What follows belongs to an exercise in optimizing a design on an open flow for small area, a short achievable clock period and few clock cycles per item; a production flow would make more cautious choices. In this exercise RTL edits were held to simulation tests only and were not proved equivalent to the original.

<file path="flow/run.sh">
#!/bin/bash
# synth_recipe.tcl (not shown) runs the flow's synth.tcl, then flattens the netlist and writes it again
# the make line also repeats each setting of config.mk as NAME=value (left out here)
make -C /OpenROAD-flow-scripts/flow DESIGN_CONFIG=/design/flow/config.mk WORK_HOME=/design/flow/orfs CLKGATE_MAP_FILE= SYNTH_SCRIPT=/design/flow/synth_recipe.tcl finish
</file>
<file path="flow/config.mk">
export PLATFORM = sky130hd
export DESIGN_NAME = two_link_ik_pd_joint_control
export DESIGN_NICKNAME = two_link_ik_pd_joint_control
export VERILOG_FILES = /design/flow/design.v
export SDC_FILE = /design/flow/constraint.sdc
export NUM_CORES = 4
export LEC_CHECK = 0
export CAP_MARGIN = 20
export CORE_MARGIN = 2
export CORE_UTILIZATION = 40
export SETUP_SLACK_MARGIN = 5
export SLEW_MARGIN = 20
export TNS_END_PERCENT = 5
</file>
<file path="flow/constraint.sdc">
create_clock -name core_clock -period 10.0 [get_ports {clk}]
set_input_delay 2.0000 -clock core_clock [delete_from_list [all_inputs] [get_ports {clk}]]
set_output_delay 2.0000 -clock core_clock [all_outputs]
set_load 0.01 [all_outputs]
</file>
<file path="flow/design.v">
module two_link_ik_pd_joint_control (
	input  logic               clk,
	input  logic               arst_n,
	input  logic               in_valid,
	output logic               in_stall,
	input  logic signed [15:0] shoulder_angle,
	input  logic signed [15:0] elbow_angle,
	output logic               out_valid,
	input  logic               out_stall,
	output logic signed [23:0] shoulder_torque,
	output logic signed [23:0] elbow_torque,
	output logic signed [15:0] shoulder_target,
	output logic signed [15:0] elbow_target,
	output logic               target_reachable,
	input  logic               cfg_valid,
	output logic               cfg_ready,
	input  logic [2:0]         cfg_index,
	input  logic [15:0]        cfg_data
);
	localparam int AW = 60;           
	localparam int CW = 60;           
	localparam logic signed [17:0] PI_Z = 18'sd25735;
	function automatic logic [23:0] benc(input logic signed [15:0] y);
		logic [16:0] yy;
		logic [2:0]  g;
		yy = {y, 1'b0};
		for (int i = 0; i < 8; i++) begin
			g = yy[2*i +: 3];
			benc[3*i+2] = g[2] & ~(g[1] & g[0]);
			benc[3*i+1] = (g[1] ^ g[0]);
			benc[3*i]   = (g == 3'b011) || (g == 3'b100);
		end
	endfunction
	function automatic logic signed [32:0] bmul(input logic signed [16:0] x, input logic [23:0] e);
		logic [17:0] mag;
		logic        neg;
		logic [32:0] rows [8];
		logic [32:0] negs;
		logic [32:0] sum;
		negs = '0;
		for (int i = 0; i < 8; i++) begin
			neg = e[3*i+2];
			mag = e[3*i+1] ? {x[16], x} : (e[3*i] ? {x, 1'b0} : 18'd0);
			rows[i]   = 33'($signed(neg ? ~mag : mag)) << (2*i);
			negs[2*i] = neg;
		end
		sum  = rows[0] + rows[1] + rows[2] + rows[3] + rows[4] + rows[5] + rows[6] + rows[7] + negs;
		bmul = $signed(sum);
	endfunction
	logic signed [15:0] px_q, py_q;
	logic [13:0]        l1_q, l2_q, kp_q, kd_q;
	logic               ik_restart;
	assign ik_restart = cfg_valid && !cfg_index[2];
	always_ff @(posedge clk or negedge arst_n) begin
		if (!arst_n) begin
			px_q <= 16'sd3277;
			py_q <= 16'sd0;
			l1_q <= 14'd1638;
			l2_q <= 14'd1638;
			kp_q <= 14'd2560;
			kd_q <= 14'd256;
		end else if (cfg_valid) begin
			case (cfg_index)
				3'd0: px_q <= cfg_data;
				3'd1: py_q <= cfg_data;
				3'd2: l1_q <= cfg_data[13:0];
				3'd3: l2_q <= cfg_data[13:0];
				3'd4: kp_q <= cfg_data[13:0];
				3'd5: kd_q <= cfg_data[13:0];
				default: ;
			endcase
		end
	end
	typedef enum logic [2:0] {
		S_IDLE, S_SQ, S_DIV, S_MSQ, S_SQRT, S_KXY
	} sstate_t;
	sstate_t            ss_q;
	logic [4:0]         sc_q;        
	logic               div_q, sqrt_q;
	logic               ik_valid_q;
	logic               ok_q;
	logic signed [15:0] th1_q, th2_q;
	logic signed [16:0] a1_q, a2_q;
	logic [23:0]        b1_q, b2_q;    
	logic signed [32:0] p1_q, p2_q;
	logic               t1_v, t1_init, t1_den, t1_ts, t1_te;
	logic               t2_v, t2_init, t2_den, t2_ts, t2_te;
	logic [1:0]         t1_isel, t1_s1, t1_s2, t2_isel, t2_s1, t2_s2;
	logic signed [AW-1:0] acc_q;
	logic [29:0]        den_q;
	logic [32:0]        rem_q;
	logic [28:0]        qm_q;        
	logic [28:0]        rt_q;        
	logic               neg_q;       
	logic signed [43:0] k1_w, k2_w;
	assign k2_w = {rem_q, rt_q[10:0]};
	assign k1_w = {qm_q, rt_q[25:11]};
	logic signed [CW-1:0] xh_q;
	logic signed [CW-1:0] cx_q, cy_q;
	logic signed [17:0]   cz_q;
	logic [3:0]           ci_q;
	logic                 cl_q, crun_q, cfin_q, czero_q;
	logic                 cdst_q;     
	logic                 cpos_q;     
	logic [1:0]           csrc_q;     
	logic               tp_q;        
	logic signed [15:0] ae_q, prev_s_q, prev_e_q;
	logic signed [23:0] ts_q;
	logic [1:0]         inflight_q;  
	logic [1:0]         cnt_q;       
	logic signed [23:0] ost_q, oet_q, q1s_q, q1e_q;
	logic accept, take, land;
	logic signed [15:0] th1_w;       
	assign take     = (cnt_q != 2'd0) && !out_stall;
	logic okA_q, okB_q, ik_valid_n;
	logic [1:0] inflight_n, cnt_n;
	assign in_stall = !(okA_q || (okB_q && !out_stall));
	assign accept   = in_valid && !in_stall;
	logic signed [16:0] op_a1, op_a2;
	logic signed [15:0] op_b1, op_b2;
	logic               op_v, op_init, op_den;
	logic [1:0]         op_isel, op_s1, op_s2;
	logic [1:0]         kc;          
	logic signed [15:0] k1c, k2c;
	logic signed [15:0] l2s_w;       
	assign l2s_w = neg_q ? -$signed({2'b0, l2_q}) : $signed({2'b0, l2_q});
	always_comb begin
		kc = (ss_q == S_KXY && sc_q >= 5'd8) ? 2'(sc_q - 5'd8) : 2'(sc_q - 5'd5);
		case (kc)
			2'd0: begin k1c = $signed({1'b0, k1_w[14:0]}); k2c = $signed({1'b0, k2_w[14:0]}); end
			2'd1: begin k1c = $signed({1'b0, k1_w[29:15]}); k2c = $signed({1'b0, k2_w[29:15]}); end
			default: begin k1c = 16'($signed(k1_w[43:30])); k2c = 16'($signed(k2_w[43:30])); end
		endcase
	end
	always_comb begin
		op_a1   = '0;
		op_b1   = '0;
		op_a2   = '0;
		op_b2   = '0;
		op_v    = 1'b0;
		op_init = 1'b0;
		op_den  = 1'b0;
		op_isel = 2'd0;
		op_s1   = 2'd0;
		op_s2   = 2'd0;
		if (accept) begin
			op_v    = 1'b1;
			op_a1   = 17'(th1_w) - 17'(shoulder_angle);
			op_b1   = $signed({2'b0, kp_q});
			op_a2   = 17'(prev_s_q) - 17'(shoulder_angle);
			op_b2   = $signed({2'b0, kd_q});
			op_init = 1'b1;
			op_isel = 2'd3;
		end else if (tp_q) begin
			op_v    = 1'b1;
			op_a1   = 17'(th2_q) - 17'(ae_q);
			op_b1   = $signed({2'b0, kp_q});
			op_a2   = 17'(prev_e_q) - 17'(ae_q);
			op_b2   = $signed({2'b0, kd_q});
			op_init = 1'b1;
			op_isel = 2'd3;
		end else begin
			case (ss_q)
				S_SQ: begin
					case (sc_q)
						5'd0: begin
							op_v = 1'b1; op_init = 1'b1; op_den = 1'b1; op_s1 = 2'd3;
							op_a1 = $signed({3'b0, l1_q}); op_b1 = $signed({2'b0, l2_q});
							op_a2 = 17'(px_q); op_b2 = px_q;
						end
						5'd1: begin
							op_v = 1'b1;
							op_a1 = 17'(py_q); op_b1 = py_q;
							op_a2 = $signed({3'b0, l1_q}); op_b2 = -$signed({2'b0, l1_q});
						end
						5'd2: begin
							op_v = 1'b1; op_s2 = 2'd3;
							op_a1 = $signed({3'b0, l2_q}); op_b1 = -$signed({2'b0, l2_q});
						end
						default: ;
					endcase
				end
				S_DIV: begin
					if (sc_q == 5'd7) begin
						op_v = 1'b1; op_init = 1'b1; op_isel = 2'd1; op_s1 = 2'd2; op_s2 = 2'd3;
						op_a1 = $signed({4'b0, qm_q[13:1]}); op_b1 = -$signed({3'b0, qm_q[13:1]});
					end
				end
				S_MSQ: begin
					if (sc_q == 5'd0) begin
						op_v = 1'b1; op_s1 = 2'd1;
						op_a1 = $signed({3'b0, qm_q[27:15], 1'b0}); op_b1 = -$signed({1'b0, qm_q[14:0]});
						op_a2 = $signed({2'b0, qm_q[14:0]}); op_b2 = -$signed({1'b0, qm_q[14:0]});
					end
				end
				S_KXY: begin
					case (sc_q)
						5'd0: begin
							op_v = 1'b1; op_init = 1'b1; op_s2 = 2'd1;
							op_a1 = $signed({2'b0, rt_q[14:0]}); op_b1 = -$signed({2'b0, l2_q});
							op_a2 = $signed({3'b0, rt_q[28:15]}); op_b2 = -$signed({2'b0, l2_q});
						end
						5'd1: begin
							op_v = 1'b1; op_init = 1'b1; op_isel = 2'd2; op_s2 = 2'd1;
							op_a1 = $signed({2'b0, qm_q[14:0]}); op_b1 = l2s_w;
							op_a2 = $signed({3'b0, qm_q[28:15]}); op_b2 = l2s_w;
						end
						5'd5, 5'd6, 5'd7: begin
							op_v = 1'b1; op_init = (sc_q == 5'd5); op_s1 = kc; op_s2 = kc;
							op_a1 = 17'(px_q); op_b1 = k1c;
							op_a2 = 17'(py_q); op_b2 = k2c;
						end
						5'd8, 5'd9, 5'd10: begin
							op_v = 1'b1; op_init = (sc_q == 5'd8); op_s1 = kc; op_s2 = kc;
							op_a1 = 17'(py_q); op_b1 = k1c;
							op_a2 = -(17'(px_q)); op_b2 = k2c;
						end
						default: ;
					endcase
				end
				default: ;
			endcase
		end
	end
	logic signed [AW-1:0] acc_base, acc_1, acc_2, acc_next;
	function automatic logic signed [AW-1:0] pshift(input logic signed [32:0] p, input logic [1:0] s);
		case (s)
			2'd0: pshift = AW'(p);
			2'd1: pshift = AW'(p) <<< 15;
			2'd2: pshift = AW'(p) <<< 30;
			default: pshift = '0;
		endcase
	endfunction
	always_comb begin
		if (t2_init) begin
			case (t2_isel)
				2'd0: acc_base = '0;
				2'd1: acc_base = AW'(1) <<< 56;
				2'd2: acc_base = $signed({1'b0, l1_q}) <<< 28;
				default: acc_base = AW'(128);
			endcase
		end else begin
			acc_base = acc_q;
		end
		acc_1    = pshift(p1_q, t2_s1);
		acc_2    = pshift(p2_q, t2_s2);
		acc_next = acc_base + acc_1 + acc_2;
	end
	logic signed [23:0] tq_sat;
	assign tq_sat = acc_next[31:8];
	localparam int DW = 36;
	logic [DW-1:0] ds_r0, ds_d0, ds_x, ds_e0, ds_e1a, ds_e1b;
	logic [DW-1:0] ds_diff0, ds_diff1a, ds_diff1b, ds_y, ds_rn;
	logic [28:0]   ds_q2;
	logic          ds_ge0, ds_ge1a, ds_ge1b;
	always_comb begin
		if (sqrt_q) begin
			ds_r0  = DW'({rem_q[30:0], acc_q[55:54]});
			ds_d0  = DW'({rt_q, 2'b01});
			ds_x   = DW'({rem_q[30:0], acc_q[55:52]});
			ds_e0  = DW'({rt_q, 4'b0100});
			ds_e1a = DW'({rt_q, 3'b101});
			ds_e1b = DW'({rt_q, 3'b001});
		end else begin
			ds_r0  = DW'({rem_q[31:0], 1'b0});
			ds_d0  = DW'(den_q);
			ds_x   = DW'({rem_q[31:0], 2'b0});
			ds_e0  = DW'({den_q, 1'b0});
			ds_e1a = DW'(den_q);
			ds_e1b = DW'(den_q);
		end
		ds_diff0  = ds_r0 - ds_d0;
		ds_diff1a = ds_x - ds_e0 - ds_e1a;
		ds_diff1b = ds_x - ds_e1b;
		ds_ge0    = !ds_diff0[DW-1];
		ds_ge1a   = !ds_diff1a[DW-1];
		ds_ge1b   = !ds_diff1b[DW-1];
		ds_y      = sqrt_q ? DW'({ds_diff0[30:0], acc_q[53:52]}) : DW'({ds_diff0[31:0], 1'b0});
		if (ds_ge0) begin
			ds_rn = ds_ge1a ? ds_diff1a : ds_y;
			ds_q2 = {(sqrt_q ? rt_q[26:0] : qm_q[26:0]), 1'b1, ds_ge1a};
		end else begin
			ds_rn = ds_ge1b ? ds_diff1b : ds_x;
			ds_q2 = {(sqrt_q ? rt_q[26:0] : qm_q[26:0]), 1'b0, ds_ge1b};
		end
	end
	logic signed [33:0] num_w, den_w;
	logic               reach_w, clamp_w;
	assign num_w   = acc_q[33:0];
	assign den_w   = $signed({4'b0, den_q});
	assign reach_w = (num_w < den_w);
	assign clamp_w = (den_q == '0) || (num_w >= den_w) || (num_w <= -den_w);
	logic signed [CW-1:0] sx_w, sy_w, xb, yb, xa, ya, cx_n, cy_n;
	logic                 cpos, sneg, xinv, yinv, cy_nz;
	logic signed [CW-1:0] yb_x;
	logic signed [15:0]   cres;
	always_comb begin
		case (csrc_q)
			2'd0: begin sx_w = $signed({1'b0, qm_q}); sy_w = $signed({1'b0, rt_q}); end
			2'd1: begin sx_w = xh_q; sy_w = acc_q[CW-1:0]; end
			default: begin sx_w = CW'(px_q); sy_w = CW'(py_q); end
		endcase
		sneg  = (csrc_q == 2'd0) ? neg_q : sx_w[CW-1];
		cpos  = cpos_q;
		xb    = cl_q ? sx_w : (cy_q >>> ci_q);
		yb    = cl_q ? sy_w : (cx_q >>> ci_q);
		xa    = cl_q ? '0 : cx_q;
		ya    = cl_q ? '0 : cy_q;
		xinv  = cl_q ? (sneg && csrc_q != 2'd0) : !cpos;
		yinv  = cl_q ? sneg : cpos;
		cx_n  = xa + (xb ^ {CW{xinv}}) + CW'(xinv);
		cy_n  = ya + (yb ^ {CW{yinv}}) + CW'(yinv);
		yb_x  = yb ^ {CW{yinv}};
		cy_nz = |((ya ^ yb_x) ^ {ya[CW-2:0] | yb_x[CW-2:0], yinv});
	end
	assign th1_w = (cfin_q && cdst_q) ? cres : th1_q;
	function automatic logic signed [15:0] zclamp(input logic signed [17:0] z);
		if (z > 18'sd25736)
			zclamp = 16'sd25736;
		else if (z < -18'sd25736)
			zclamp = -16'sd25736;
		else
			zclamp = 16'(z);
	endfunction
	logic signed [17:0] cz_n;
	logic signed [15:0] zp_q, zm_q;
	logic [12:0] atan_w;
	assign atan_w = (ci_q == 4'd0)  ? 13'd6433 :
	                (ci_q == 4'd1)  ? 13'd3798 :
	                (ci_q == 4'd2)  ? 13'd2006 :
	                (ci_q == 4'd3)  ? 13'd1018 :
	                (ci_q == 4'd4)  ? 13'd511  :
	                (ci_q == 4'd5)  ? 13'd255  :
	                (ci_q == 4'd6)  ? 13'd127  :
	                (ci_q == 4'd7)  ? 13'd63   :
	                (ci_q == 4'd8)  ? 13'd31   :
	                (ci_q == 4'd9)  ? 13'd15   :
	                (ci_q == 4'd10) ? 13'd7    :
	                (ci_q == 4'd11) ? 13'd3    :
	                (ci_q == 4'd12) ? 13'd1    : 13'd0;
	assign cz_n = cl_q ? (sneg ? (sy_w[CW-1] ? -PI_Z : PI_Z) : '0)
	                   : (cpos ? cz_q + $signed({5'b0, atan_w}) : cz_q - $signed({5'b0, atan_w}));
	assign cres = czero_q ? '0 : (cpos ? zp_q : zm_q);
	sstate_t    ss_n;
	logic [4:0] sc_n;
	always_comb begin
		ss_n = ss_q;
		sc_n = sc_q + 1'b1;
		case (ss_q)
			S_SQ: if (sc_q == 5'd5) begin
				sc_n = '0;
				ss_n = !reach_w ? S_IDLE : (clamp_w ? S_KXY : S_DIV);
			end
			S_DIV: if (sc_q == 5'd13) begin sc_n = '0; ss_n = S_MSQ; end
			S_MSQ: if (sc_q == 5'd2) begin sc_n = '0; ss_n = S_SQRT; end
			S_SQRT: if (sc_q == 5'd13) begin sc_n = '0; ss_n = S_KXY; end
			S_KXY: if (sc_q == 5'd13) begin sc_n = '0; ss_n = S_IDLE; end
			default: sc_n = '0;
		endcase
		if (ik_restart) begin
			ss_n = S_SQ;
			sc_n = '0;
		end
	end
	assign land = t2_v && t2_te;
	assign inflight_n = inflight_q + 2'(accept) - 2'(land);
	assign cnt_n      = cnt_q - 2'(take) + 2'(land);
	assign ik_valid_n = ik_restart ? 1'b0 : ((crun_q && ci_q == 4'd11 && cdst_q) ? 1'b1 : ik_valid_q);
	always_ff @(posedge clk or negedge arst_n) begin
		if (!arst_n) begin
			ss_q        <= S_IDLE;
			sc_q        <= '0;
			div_q       <= 1'b0;
			sqrt_q      <= 1'b0;
			ik_valid_q  <= 1'b1;
			ok_q        <= 1'b0;
			th1_q       <= '0;
			th2_q       <= '0;
			t1_v        <= 1'b0;
			t2_v        <= 1'b0;
			t1_ts       <= 1'b0;
			t2_ts       <= 1'b0;
			t1_te       <= 1'b0;
			t2_te       <= 1'b0;
			cl_q        <= 1'b0;
			csrc_q      <= 2'd0;
			crun_q      <= 1'b0;
			cfin_q      <= 1'b0;
			cdst_q      <= 1'b0;
			tp_q        <= 1'b0;
			prev_s_q    <= '0;
			prev_e_q    <= '0;
			inflight_q  <= '0;
			cnt_q       <= '0;
			okA_q       <= 1'b1;
			okB_q       <= 1'b0;
		end else begin
			ss_q   <= ss_n;
			sc_q   <= sc_n;
			div_q  <= (ss_n == S_DIV);
			sqrt_q <= (ss_n == S_SQRT);
			cl_q   <= 1'b0;
			crun_q <= 1'b0;
			cfin_q <= 1'b0;
			if (ik_restart) begin
				ik_valid_q <= 1'b0;
			end else begin
				if (ss_q == S_SQ && sc_q == 5'd5) begin
					ok_q <= reach_w;
					if (!reach_w) begin
						th2_q  <= '0;
						cl_q   <= 1'b1;
						csrc_q <= 2'd2;
					end
				end
				if (ss_n == S_KXY && sc_n == 5'd0) begin
					cl_q   <= 1'b1;
					csrc_q <= 2'd0;
				end
				if (ss_q == S_KXY && sc_q == 5'd12) begin
					cl_q   <= 1'b1;
					csrc_q <= 2'd1;
				end
				crun_q <= cl_q || (crun_q && ci_q != 4'd11);
				cfin_q <= crun_q && ci_q == 4'd11;
				if (crun_q && ci_q == 4'd11 && cdst_q)
					ik_valid_q <= 1'b1;
				if (cl_q)
					cdst_q <= (csrc_q != 2'd0);
				if (cfin_q) begin
					if (cdst_q) begin
						th1_q      <= cres;
					end else begin
						th2_q <= -cres;
					end
				end
			end
			t1_v  <= op_v && !ik_restart;
			t2_v  <= t1_v && !ik_restart;
			t1_ts <= accept;
			t2_ts <= t1_ts;
			t1_te <= tp_q;
			t2_te <= t1_te;
			tp_q <= accept;
			if (accept)
				prev_s_q <= shoulder_angle;
			if (tp_q)
				prev_e_q <= ae_q;
			inflight_q <= inflight_n;
			cnt_q      <= cnt_n;
			okA_q      <= ik_valid_n && !accept && (3'(inflight_n) + 3'(cnt_n) <= 3'd1);
			okB_q      <= ik_valid_n && !accept && (3'(inflight_n) + 3'(cnt_n) == 3'd2) && (cnt_n != 2'd0);
		end
	end
	always_ff @(posedge clk) begin
		a1_q    <= op_a1;
		b1_q    <= benc(op_b1);
		a2_q    <= op_a2;
		b2_q    <= benc(op_b2);
		t1_init <= op_init;
		t1_isel <= op_isel;
		t1_s1   <= op_s1;
		t1_s2   <= op_s2;
		t1_den  <= op_den;
		p1_q    <= bmul(a1_q, b1_q);
		p2_q    <= bmul(a2_q, b2_q);
		t2_init <= t1_init && t1_v;
		t2_isel <= t1_isel;
		t2_s1   <= t1_s1;
		t2_s2   <= t1_s2;
		t2_den  <= t1_den && t1_v;
		if (accept)
			ae_q <= elbow_angle;
		if (sqrt_q)
			acc_q <= acc_q <<< 4;
		else
			acc_q <= acc_next;
		if (t2_den)
			den_q <= 30'(p1_q) <<< 1;
		if (t2_v && t2_ts)
			ts_q <= tq_sat;
		if (take) begin
			ost_q <= q1s_q;
			oet_q <= q1e_q;
		end
		if (land) begin
			if (cnt_q == 2'd0 || (cnt_q == 2'd1 && take)) begin
				ost_q <= ts_q;
				oet_q <= tq_sat;
			end else begin
				q1s_q <= ts_q;
				q1e_q <= tq_sat;
			end
		end
		if (ss_q == S_SQ && sc_q == 5'd5) begin
			rem_q <= {2'b0, num_w[33] ? 31'(-num_w) : num_w[30:0]};
			neg_q <= num_w[33];
			rt_q  <= '0;
			if (den_q == '0 || num_w >= den_w) begin
				qm_q  <= 29'd1 << 28;
				neg_q <= 1'b0;
			end else if (num_w <= -den_w) begin
				qm_q  <= 29'd1 << 28;
				neg_q <= 1'b1;
			end else begin
				qm_q <= '0;
			end
		end else if (div_q) begin
			rem_q <= ds_rn[32:0];
			qm_q  <= ds_q2;
		end else if (sqrt_q) begin
			rem_q <= ds_rn[32:0];
			rt_q  <= ds_q2;
		end else if (ss_q == S_MSQ) begin
			rem_q <= '0;
			rt_q  <= 29'(qm_q == '0);
		end
		if (ss_q == S_KXY && sc_q == 5'd3) begin
			rem_q       <= acc_q[43:11];
			rt_q[10:0]  <= acc_q[10:0];
		end
		if (ss_q == S_KXY && sc_q == 5'd4) begin
			qm_q        <= acc_q[43:15];
			rt_q[25:11] <= acc_q[14:0];
		end
		if (ss_q == S_KXY && sc_q == 5'd10)
			xh_q <= acc_q[CW-1:0];
		cx_q   <= cx_n;
		cy_q   <= cy_n;
		cpos_q <= !cy_n[CW-1] && cy_nz;
		ci_q <= cl_q ? '0 : ci_q + 1'b1;
		cz_q <= cz_n;
		zp_q <= zclamp(cz_n + 18'sd1);
		zm_q <= zclamp(cz_n - 18'sd1);
		if (cl_q)
			czero_q <= (csrc_q != 2'd0) && (px_q == '0) && (py_q == '0);
	end
	assign cfg_ready        = 1'b1;
	assign out_valid        = (cnt_q != 2'd0);
	assign shoulder_torque  = ost_q;
	assign elbow_torque     = oet_q;
	assign shoulder_target  = th1_q;
	assign elbow_target     = th2_q;
	assign target_reachable = ok_q;
endmodule
</file>
==> flow_metrics.py, run 1 <==
metrics = {
    "setup_path": {
        "end_kind": "output pin",
        "cp_max_fo": 2,
        "worst-setup-path-type": "input port to output pin",
        "ff2ff_setup_slack_ns": 4.22,
        "cp.arrival_ns": 3.80,
        "cp.required_ns": 8.00,
        "r2r_cells": 26,
        "critPathLaunchType": "input port",
    },
    "global_routing": {
        "grt_pass1_vias": 76360,
        "grt_pass1_wl_um": 512900,
        "grt_max_degree": 97,
        "overflow": 0,
        "antenna_found_initial": 31,
        "grt_usage": 0.3026,
    },
    "clock_network": {
        "clk_latency_ns": 0.79,
        "path_clk_slew_ns": 0.06,
        "hold_buffers": 0,
        "cts_root_buf": "clkbuf_16",
        "numCtsBuffers": 105,
        "htree_num_levels": 3,
        "cts.sink_count": 898,
        "cts_tree": "done",
        "clockBufferDepth": 3,
    },
    "synthesis": {
        "synth-edff-count": 267,
        "syn_nets": 11610,
        "synthCells": 10540,
        "seq_area_frac_synth": 0.2436,
        "async_reset_ff_frac": 0.2016,
        "ys.flop_type": "dfxtp_1",
        "synth-warning-count": 3,
        "ys_ff_latch": 898,
        "synth.avg_cell_area_um2": 8.409,
        "synthesis.area_mm2": 0.08860,
        "ys_types": 117,
    },
    "floorplanning": {
        "die_w_um": 474.6,
        "core-area_mm2": 0.2199,
        "start_util": 0.4028,
        "die_y_um": 474.6,
        "io_pins": 140,
        "die-area_mm2": 0.2253,
        "core.rowCount": 172,
    },
    "layout": {
        "layout-drive-gt1-share": 0.1278,
        "design_area_mm2": 0.1010,
        "multiInputGateArea_mm2": 0.06319,
        "area_delta_synth_final_pct": 14.04,
        "final_nets": 11590,
        "final_cells": 13580,
        "fillers": 21470,
        "ff_latch_area_mm2": 0.02179,
    },
    "sta": {
        "tns_ns": 0,
        "skew_ns": 0.08708,
        "relSlewSlack": 0.2102,
        "clock.fmax_ghz": 0.1723,
        "finalSetupViolations": 0,
        "min_period_over_period": 0.5803,
        "tightest_slew_ns": 1.178,
        "fin_crit_ns": 5.803,
        "hold_viol": 0,
        "drv_slew": 0,
        "grt_setup_unrepaired": "yes",
    },
    "job": {
        "cap_viol_max_count": 0,
    },
    "detailed_routing": {
        "drc": 0,
        "drt_pre_antenna_iters": 8,
        "wl_um": 355900,
        "routed_via_density": 6.013,
        "vias": 81650,
        "drt_iter0_drc": 9693,
        "wl_per_cell_um": 26.21,
        "postRouteAntennaNets": 0,
    },
    "placed_design": {
        "io_buffer_count": 138,
        "dpl.cell_count": 13140,
        "gp_congestion": 1.043,
        "dpl.hpwl_um": 269500,
        "place_area_mm2": 0.09297,
    },
    "hold_path": {
        "hold_depth": 0,
        "min_path_type": "flop to flop",
    },
    "status": {
        "outcome": "complete, no violations",
    },
}
## state kept, by name, summed over array words and instances, names as in the netlist, 29 cells and up
register  count
acc_q        60
cx_q         60
cy_q         60
den_q        29
p1_q         33
p2_q         33
qm_q         29
rem_q        33
rt_q         29
xh_q         60
## worst max-delay path: stages
cell             delay (ns)
clkdlybuf4s50_1        0.61
inv_1                  0.13
a21oi_2                0.42
clkdlybuf4s50_1        0.63
## routing by layer
layer / GRT usage / wire (µm)
met5: 0 / 84
met4: 0.1390 / 19040
met1: 0.4209 / 151000
met2: 0.4527 / 151000
met3: 0.05625 / 34890
## final cells by class
class | instances | area share
Antenna cell | 16 | 0.0003963
Clock buffer | 132 | 0.02905
Clock inverter | 66 | 0.008495
Inverter | 887 | 0.03340
Multi-Input combinational cell | 8077 | 0.6254
Sequential cell | 898 | 0.2157
Tap cell | 2958 | 0.03663
Timing Repair Buffer | 545 | 0.05087
## repair_timing
| item | CTS | global route |
|---|---|---|
| endpoints found under the hold margin | 0 | 0 |
| setup buffers | 99 | 107 |
| endpoints found under the setup margin | 288 | 276 |
| gates resized for setup | 248 | 280 |
| pin swaps | 51 | 100 |
| gates cloned | 2 | 12 |
## cell usage after synthesis, types with 38 or more instances
cell type / instances / share of area
o21ai_0: 683 / 0.039
dfxtp_1: 450 / 0.10
nand2_1: 1164 / 0.049
o31ai_1: 65 / 0.0055
nand2b_1: 173 / 0.012
mux4_2: 114 / 0.029
mux2_2: 155 / 0.020
dfrtp_1: 157 / 0.044
o21a_1: 61 / 0.0052
xnor2_1: 591 / 0.058
nand3_1: 118 / 0.0067
a21o_1: 275 / 0.023
buf_1: 98 / 0.0042
o22ai_1: 47 / 0.0033
and3_1: 102 / 0.0072
a211oi_1: 127 / 0.011
xor2_1: 367 / 0.036
nor4_1: 38 / 0.0027
ha_1: 671 / 0.095
and2_1: 38 / 0.0027
nor2_1: 609 / 0.026
edfxtp_1: 267 / 0.090
inv_1: 879 / 0.037
fa_1: 345 / 0.078
or2_2: 52 / 0.0037
a21oi_1: 708 / 0.040
a31oi_1: 134 / 0.0095
a222oi_1: 38 / 0.0043
or3_1: 52 / 0.0037
mux2i_1: 193 / 0.022
o21bai_1: 47 / 0.0040
o211ai_1: 40 / 0.0034
nor3_1: 105 / 0.0059
nand4_1: 86 / 0.0061
nor2b_1: 201 / 0.014
a22oi_1: 280 / 0.024
clkbuf_1: 559 / 0.024
## final timing paths
path	to	startpoint
min in group asynchronous	th1_q[12]	arst_n
max in group asynchronous	t2_v	arst_n
hold reg to reg	t2_s2[1]	t1_s2[1]
setup reg to reg	zp_q[3]	ci_q[0]
hold / removal	t2_s2[1]	t1_s2[1]
setup / recovery	in_stall	out_stall
## per-stage QoR
stage / util / setup slack, ns / hold WS [ns]
2_1_floorplan: - / 3.569 / 0.3096
3_3_place_gp: 0.4227 / 2.613 / 0.3153
3_5_place_dp: 0.4227 / 2.620 / 0.3136
4_1_cts: 0.4486 / 4.115 / 0.3282
5_1_grt: 0.4592 / 4.012 / 0.3297
6_report: 0.4594 / 4.197 / 0.3271
## cells by family (layout without fill, tap and decap cells)
logic type / after synthesis / in the layout / synth area share
fa+ha+maj: 1016 / 1016 / 0.1727
xor+xnor: 959 / 959 / 0.09489
other cells: 1 / 17 / 0.00004233
mux: 467 / 467 / 0.07163
buf+inv: 1561 / 1630 / 0.06655
simple gates: 2810 / 2810 / 0.1468
compound gates: 2824 / 2824 / 0.2037
flops: 898 / 898 / 0.2436
## cell usage in the layout (no fill, tap or decap), types with 137 or more instances in the layout
cell / Yosys / layout
mux2_2: 155 / 155
xnor2_1: 591 / 582
mux2i_1: 193 / 186
clkdlybuf4s50_1: 0 / 137
edfxtp_1: 267 / 267
o21ai_0: 683 / 643
xor2_1: 367 / 355
a21o_1: 275 / 275
dfrtp_1: 157 / 153
buf_4: 1 / 334
nand2b_1: 173 / 170
ha_1: 671 / 631
a22oi_1: 280 / 261
fa_1: 345 / 338
dfxtp_1: 450 / 379
nand2_1: 1164 / 1157
nor2_1: 609 / 599
inv_1: 879 / 866
a21oi_1: 708 / 675
nor2b_1: 201 / 182
Testbench counts, summed over its fixed seeds: cycles 13,516, items 1,271.
==> inputs of run 2 (changes only) <==
--- a/flow/config.mk
+++ b/flow/config.mk
@@ -7,7 +7,8 @@
 export LEC_CHECK = 0
 export CAP_MARGIN = 20
 export CORE_MARGIN = 2
-export CORE_UTILIZATION = 40
+export CORE_UTILIZATION = 55
+export PLACE_DENSITY = 0.65
 export SETUP_SLACK_MARGIN = 5
 export SLEW_MARGIN = 20
 export TNS_END_PERCENT = 5
==> run 2 against run 1 <==
  * Still clean
  * Final area is 1.0% lower
  * Global-route usage is 13 points higher
==> flow_metrics.py, run 2 <==
metrics = {
    "synthesis": {
        "yosys-top-cells-count": "nand2_1, inv_1, a21oi_1",
        "syn_nets": 11610,
        "async_reset_ff_frac": 0.2016,
        "yosysMostFrequentCell": "nand2_1",
        "synth.avg_cell_area_um2": 8.409,
        "synth-edff-count": 267,
        "ys.flop_type": "dfxtp_1",
        "synth-warning-count": 3,
        "yosys.area.top_type": "dfxtp_1",
        "seq_area_frac_synth": 0.2436,
        "synthCells": 10540,
        "ys_ff_latch": 898,
        "synthesis.area_mm2": 0.08860,
        "synth_top_area_frac": 0.1017,
        "ys_types": 117,
        "synth_area_leaders": "dfxtp_1, ha_1, edfxtp_1",
    },
    "layout": {
        "final_cell_mix": "nand2_1, inv_1, a21oi_1, o21ai_0, ha_1",
        "layout_commonest_cell": "nand2_1",
        "final_nets": 11590,
        "area_delta_synth_final_pct": 12.89,
        "ff_latch_area_mm2": 0.02178,
        "multiInputGateArea_mm2": 0.06301,
        "layout-drive-gt1-share": 0.1261,
        "fillers": 13650,
    },
    "setup_path": {
        "crit_end": "cx_q[58]",
        "ff2ff_setup_slack_ns": 4.11,
        "reg2reg_to": "cx_q[58]",
        "end_kind": "flop",
        "reg2reg_from": "ci_q[1]",
        "r2r_cells": 25,
        "worst-setup-path-type": "flop to flop",
        "cp.required_ns": 10.73,
        "critPathLaunchType": "flop",
        "cp-startpoint": "ci_q[1]",
        "cp_max_fo": 18,
        "cp.arrival_ns": 6.62,
    },
    "global_routing": {
        "grt_max_degree": 103,
        "antenna_found_initial": 24,
        "grt_pass1_wl_um": 526100,
        "overflow": 0,
        "grt_usage": 0.4294,
        "grt_pass1_vias": 78870,
    },
    "floorplanning": {
        "io_pins": 140,
        "core-area_mm2": 0.1602,
        "core.rowCount": 147,
        "die_y_um": 405.4,
        "die_w_um": 405.4,
        "die-area_mm2": 0.1643,
        "start_util": 0.5530,
    },
    "sta": {
        "tns_ns": 0,
        "tightest_slew_ns": 1.329,
        "finalSetupViolations": 0,
        "hold_viol": 0,
        "skew_ns": 0.06811,
        "relSlewSlack": 0.1084,
        "clock.fmax_ghz": 0.1697,
        "grt_setup_unrepaired": "yes",
        "fin_crit_ns": 5.894,
        "drv_slew": 0,
        "worst_slack_ns": 4.106,
        "min_period_over_period": 0.5894,
    },
    "clock_network": {
        "hold_buffers": 0,
        "path_clk_slew_ns": 0.06,
        "cts_tree": "done",
        "htree_num_levels": 3,
        "clockBufferDepth": 3,
        "numCtsBuffers": 106,
        "clk_latency_ns": 0.80,
        "cts_root_buf": "clkbuf_16",
        "cts.sink_count": 898,
    },
    "placed_design": {
        "io_buffer_count": 138,
        "gp_congestion": 1.069,
        "dpl.hpwl_um": 268400,
        "post-place-ws_ns": 2.479,
    },
    "detailed_routing": {
        "drt_pre_antenna_iters": 8,
        "wl_um": 362700,
        "drt_iter0_drc": 11970,
        "postRouteAntennaNets": 0,
        "wl_per_cell_um": 28.37,
        "routed_via_density": 6.535,
        "vias": 83550,
        "drc": 0,
    },
    "job": {
        "cap_viol_max_count": 0,
    },
    "status": {
        "outcome": "complete, no violations",
    },
    "hold_path": {
        "min_path_type": "flop to flop",
    },
}
-- run 2: kinds of logic after synthesis --
group,count (synthesis),share of synthesized area
other,1,0.00004233
AOI/OAI and AO/OA,2824,0.2037
xor gates and xnor gates,959,0.09489
buffers and inverters,1561,0.06655
adders and majority gates,1016,0.1727
DFF,898,0.2436
and+or+nand+nor,2810,0.1468
muxes,467,0.07163
-- run 2: cell type report --
type	count	share of cell area
Multi-Input combinational cell	8078	0.6300
Tap cell	2160	0.02702
Inverter	887	0.03375
Antenna cell	15	0.0003753
Clock inverter	62	0.007744
Clock buffer	138	0.02916
Timing Repair Buffer	547	0.05409
Timing Repair inverter	1	0.00008757
Sequential cell	898	0.2178
-- run 2: per-layer routing --
metal,vias to the layer above,GRT usage,part of all wire
met5,-,0.0005947,0.00079
met4,14,0.2299,0.067
met3,1049,0.1180,0.12
met2,5272,0.6109,0.41
met1,40410,0.5895,0.40
li1,36810,-,-
-- run 2: worst min-delay path by stage --
stage / start / endpoint / depth (start not counted)
after floorplan: t1_isel[0] / t2_isel[0] / 0
after global routing: t1_s2[1] / t2_s2[1] / 0
after detailed placement: t1_isel[0] / t2_isel[0] / 0
after CTS: t1_isel[0] / t2_isel[0] / 0
after global placement: t1_isel[1] / t2_isel[1] / 0
final: t1_isel[0] / t2_isel[0] / 0
-- run 2: critical path: stages (launching register included) --
cell	delay (ns)
dfxtp_4	0.42
buf_6	0.14
buf_4	0.13
buf_8	0.22
a211oi_1	0.15
a21oi_1	0.35
nand2_1	0.13
o311a_1	0.16
a31oi_1	0.19
mux2i_1	0.12
xnor2_1	0.17
ha_1	0.41
and3_1	0.23
a221oi_4	0.29
o21ai_2	0.13
a22oi_2	0.22
nor4bb_1	0.10
or3_4	0.42
a221oi_4	0.35
o21ai_2	0.14
o31ai_4	0.32
nand4bb_1	0.18
a31oi_2	0.24
o21ai_1	0.13
a311oi_1	0.35
xnor2_1	0.15
-- run 2: per-stage QoR --
stage | util | instances | hold slack (ns) | area [µm²]
2_1_floorplan | - | 10540 | 0.3096 | 88970
3_3_place_gp | 0.5740 | 12340 | 0.3143 | 91960
3_5_place_dp | 0.5741 | 12340 | 0.3206 | 91960
4_1_cts | 0.6167 | 12720 | 0.3344 | 98800
5_1_grt | 0.6242 | 12780 | 0.3369 | 99990
6_report | 0.6243 | 12790 | 0.3335 | 100000
-- run 2: timing repair --
action	in CTS	in global routing
cloned	19	4
pin swaps	93	64
setup endpoints to repair	324	278
resized for setup	353	151
buffers inserted	154	49

==> static timing again, ports no longer ideal <==
In the flow no input, the clock included, has a driving cell. The finished layouts below were timed again as built, in two steps. Step 1 sets driving cells, clkbuf_16 on the clock port and buf_2 on the other inputs (assumed; they add their load-dependent delay and slew). Step 2 moves the port delays by t, midway between the first and last clock arrival at a register: inputs arrive t later, outputs are due t later. That takes back most of the time a late clock gives input paths. Three values: no drivers, after step 1, after step 2; two values: the first two.
run	t, ns	setup slack, ns	worst setup path at the end	slew at the worst register clock pin (ns)
run 1	0.840	4.197 / 4.171 / 3.519	input to register	0.08 / 0.08
run 2	0.851	4.106 / 4.106 / 3.443	input to register	0.07 / 0.07
After both steps setup and hold are still met in every run listed. The setup slack of run 1, which loses most, moves by -0.026 ns with the drivers and by -0.678 ns with both steps.
